This is an optimization exercise on Yosys and OpenROAD, whose aim is small area and a short achievable clock period, not a production implementation.
In this exercise RTL edits were held to simulation tests only and were not proved equivalent to the original.
Power figures rest on the tool's default switching activity, not on a simulated workload.

==> module ds_lookup, before the edit <==
module ds_lookup (
    input  logic [4:0]  r,
    input  logic        en,
    input  logic [31:0] busy_q,
    output logic        hit,
    output logic        hit_c        
);
    logic [3:0] lo;
    logic [7:0] hi;
    logic [7:0] grp;
    ds_pre2 u_lo (.a(r[1:0]), .y(lo));
    ds_pre3 u_hi (.a(r[4:2]), .en(en), .y(hi));
    for (genvar j = 0; j < 8; j++) begin : g_grp
        ds_sel4 u_grp (.d(busy_q[4*j+3 -: 4]), .s(lo), .y(grp[j]));
    end
    ds_sel8 u_sel   (.d(grp), .s(hi), .y(hit));
    ds_sel8 u_sel_c (.d(grp), .s(hi), .y(hit_c));
endmodule
==> module ds_ready, before the edit <==
module ds_ready (
    input  logic in_valid,
    input  logic out_ok,
    input  logic legal,
    input  logic use_rs2,       
    input  logic hit1,
    input  logic hit2,
    input  logic hit3,
    input  logic hit1_c,        
    input  logic hit2_c,
    input  logic hit3_c,
    output logic in_ready,
    output logic accept,
    output logic hold,          
    output logic ld1,           
    output logic ld2            
);
    ds_in_ready u_rdy (
        .out_ok(out_ok), .legal(legal), .hit1(hit1), .hit2(hit2), .hit3(hit3),
        .in_ready(in_ready)
    );
    ds_ctl u_ctl (
        .in_valid(in_valid), .out_ok(out_ok), .legal(legal), .use_rs2(use_rs2),
        .hit1(hit1_c), .hit2(hit2_c), .hit3(hit3_c),
        .accept(accept), .hold(hold), .ld1(ld1), .ld2(ld2)
    );
endmodule
==> module ds_issue, before the edit <==
module ds_issue (
    input  logic        in_valid,
    input  logic [31:0] in_instr,
    input  logic        out_valid_q,
    input  logic        out_ready,
    input  logic [31:0] busy_q,       
    output logic        in_ready,
    output logic        accept,
    output logic        hold,
    output logic        ld1,
    output logic        ld2
);
    logic legal, hit1, hit2, hit3, hit1_c, hit2_c, hit3_c;
    ds_legal u_legal (.in_instr(in_instr), .legal(legal));
    ds_lookup u_l1 (.r(in_instr[19:15]), .en(in_valid),                 .busy_q(busy_q), .hit(hit1), .hit_c(hit1_c));
    ds_lookup u_l2 (.r(in_instr[24:20]), .en(in_valid && in_instr[5]), .busy_q(busy_q), .hit(hit2), .hit_c(hit2_c));
    ds_lookup u_l3 (.r(in_instr[11:7]),  .en(in_valid && in_instr[4]), .busy_q(busy_q), .hit(hit3), .hit_c(hit3_c));
    ds_ready u_ready (
        .in_valid (in_valid),
        .out_ok   (!out_valid_q || out_ready),
        .legal    (legal),
        .use_rs2  (legal && in_instr[5]),
        .hit1     (hit1),
        .hit2     (hit2),
        .hit3     (hit3),
        .hit1_c   (hit1_c),
        .hit2_c   (hit2_c),
        .hit3_c   (hit3_c),
        .in_ready (in_ready),
        .accept   (accept),
        .hold     (hold),
        .ld1      (ld1),
        .ld2      (ld2)
    );
endmodule
==> flow/config.mk <==
export PLATFORM = sky130hd
export DESIGN_NAME = decode_stage
export DESIGN_NICKNAME = decode_stage
export VERILOG_FILES = /design/flow/design.v
export SDC_FILE = /design/flow/constraint.sdc
export NUM_CORES = 4
export LEC_CHECK = 0
export CAP_MARGIN = 20
export CORE_MARGIN = 2
export CORE_UTILIZATION = 40
export CTS_CLUSTER_DIAMETER = 100
export CTS_CLUSTER_SIZE = 20
export PLACE_DENSITY = 0.5
export SETUP_SLACK_MARGIN = 1.5
export SLEW_MARGIN = 20
export SYNTH_HIERARCHICAL = 1
==> flow/constraint.sdc <==
create_clock -name core_clock -period 4.5 [get_ports {clk}]
set_input_delay 0.9000 -clock core_clock [delete_from_list [all_inputs] [get_ports {clk}]]
set_output_delay 0.9000 -clock core_clock [all_outputs]
set_load 0.01 [all_outputs]
run.sh (not shown) runs the stock make flow with config.mk's settings and CLKGATE_MAP_FILE= SYNTH_SCRIPT=/design/flow/synth_recipe.tcl, a recipe that flattens the netlist after the stock synthesis.
==> next run, changes <==
--- a/flow/design.v
+++ b/flow/design.v
@@ -47,10 +47,9 @@
 module ds_lookup (
     input  logic [4:0]  r,
     input  logic        en,
     input  logic [31:0] busy_q,
-    output logic        hit,
-    output logic        hit_c        
+    output logic        hit
 );
     logic [3:0] lo;
     logic [7:0] hi;
     logic [7:0] grp;
@@ -58,10 +57,9 @@
     ds_pre3 u_hi (.a(r[4:2]), .en(en), .y(hi));
     for (genvar j = 0; j < 8; j++) begin : g_grp
         ds_sel4 u_grp (.d(busy_q[4*j+3 -: 4]), .s(lo), .y(grp[j]));
     end
-    ds_sel8 u_sel   (.d(grp), .s(hi), .y(hit));
-    ds_sel8 u_sel_c (.d(grp), .s(hi), .y(hit_c));
+    ds_sel8 u_sel (.d(grp), .s(hi), .y(hit));
 endmodule
 module rf_aoi3 (
     input  logic [2:0] d,
     input  logic [2:0] s,
@@ -160,11 +158,8 @@
     input  logic use_rs2,       
     input  logic hit1,
     input  logic hit2,
     input  logic hit3,
-    input  logic hit1_c,        
-    input  logic hit2_c,
-    input  logic hit3_c,
     output logic in_ready,
     output logic accept,
     output logic hold,          
     output logic ld1,           
@@ -175,9 +170,9 @@
         .in_ready(in_ready)
     );
     ds_ctl u_ctl (
         .in_valid(in_valid), .out_ok(out_ok), .legal(legal), .use_rs2(use_rs2),
-        .hit1(hit1_c), .hit2(hit2_c), .hit3(hit3_c),
+        .hit1(hit1), .hit2(hit2), .hit3(hit3),
         .accept(accept), .hold(hold), .ld1(ld1), .ld2(ld2)
     );
 endmodule
 module ds_in_ready (
@@ -221,24 +216,21 @@
     output logic        hold,
     output logic        ld1,
     output logic        ld2
 );
-    logic legal, hit1, hit2, hit3, hit1_c, hit2_c, hit3_c;
+    logic legal, hit1, hit2, hit3;
     ds_legal u_legal (.in_instr(in_instr), .legal(legal));
-    ds_lookup u_l1 (.r(in_instr[19:15]), .en(in_valid),                 .busy_q(busy_q), .hit(hit1), .hit_c(hit1_c));
-    ds_lookup u_l2 (.r(in_instr[24:20]), .en(in_valid && in_instr[5]), .busy_q(busy_q), .hit(hit2), .hit_c(hit2_c));
-    ds_lookup u_l3 (.r(in_instr[11:7]),  .en(in_valid && in_instr[4]), .busy_q(busy_q), .hit(hit3), .hit_c(hit3_c));
+    ds_lookup u_l1 (.r(in_instr[19:15]), .en(in_valid),                 .busy_q(busy_q), .hit(hit1));
+    ds_lookup u_l2 (.r(in_instr[24:20]), .en(in_valid && in_instr[5]), .busy_q(busy_q), .hit(hit2));
+    ds_lookup u_l3 (.r(in_instr[11:7]),  .en(in_valid && in_instr[4]), .busy_q(busy_q), .hit(hit3));
     ds_ready u_ready (
         .in_valid (in_valid),
         .out_ok   (!out_valid_q || out_ready),
         .legal    (legal),
         .use_rs2  (legal && in_instr[5]),
         .hit1     (hit1),
         .hit2     (hit2),
         .hit3     (hit3),
-        .hit1_c   (hit1_c),
-        .hit2_c   (hit2_c),
-        .hit3_c   (hit3_c),
         .in_ready (in_ready),
         .accept   (accept),
         .hold     (hold),
         .ld1      (ld1),
The changed run went through all stages and came out clean.
Critical path depth shrinks by 7.
Wire length rises by 0.60%.
Total power is higher by 1.1%.
Final cell count falls by 0.36%.
Count of clock-buffer cells in the layout increases by 22.
Sequential share of layout area increases by 0.30 points.
Clock skew falls by 0.010 ns.

==> what the ideal ports hide <==
The flow's constraints put no driver on any port. The routed layouts listed below were extracted and timed again, unchanged, in two steps. Step 1: set_driving_cell puts a clkbuf_16 on clk and a buf_2 on each other input, an assumption about the parent block. Step 2 times the ports against the registers' clock, not the clock port: input delays grow and output delays shrink by t, the midpoint of the rising clock arrivals with the driver on. a / b / c = no drivers / after step 1 / after step 2; a / b = the first two.
| run | t (ns) | setup WS [ns] | latest minus earliest clock arrival (ns) |
|---|---|---|---|
| the first run | 0.721 | 1.069 / 1.039 / 0.366 | 0.040 / 0.040 |
| the second run | 0.740 | 1.177 / 1.122 / 0.745 | 0.029 / 0.029 |
After both steps setup and hold are still met in every run listed. The setup slack of the first run, which loses most, moves by -0.030 ns with the drivers and by -0.703 ns with both steps.
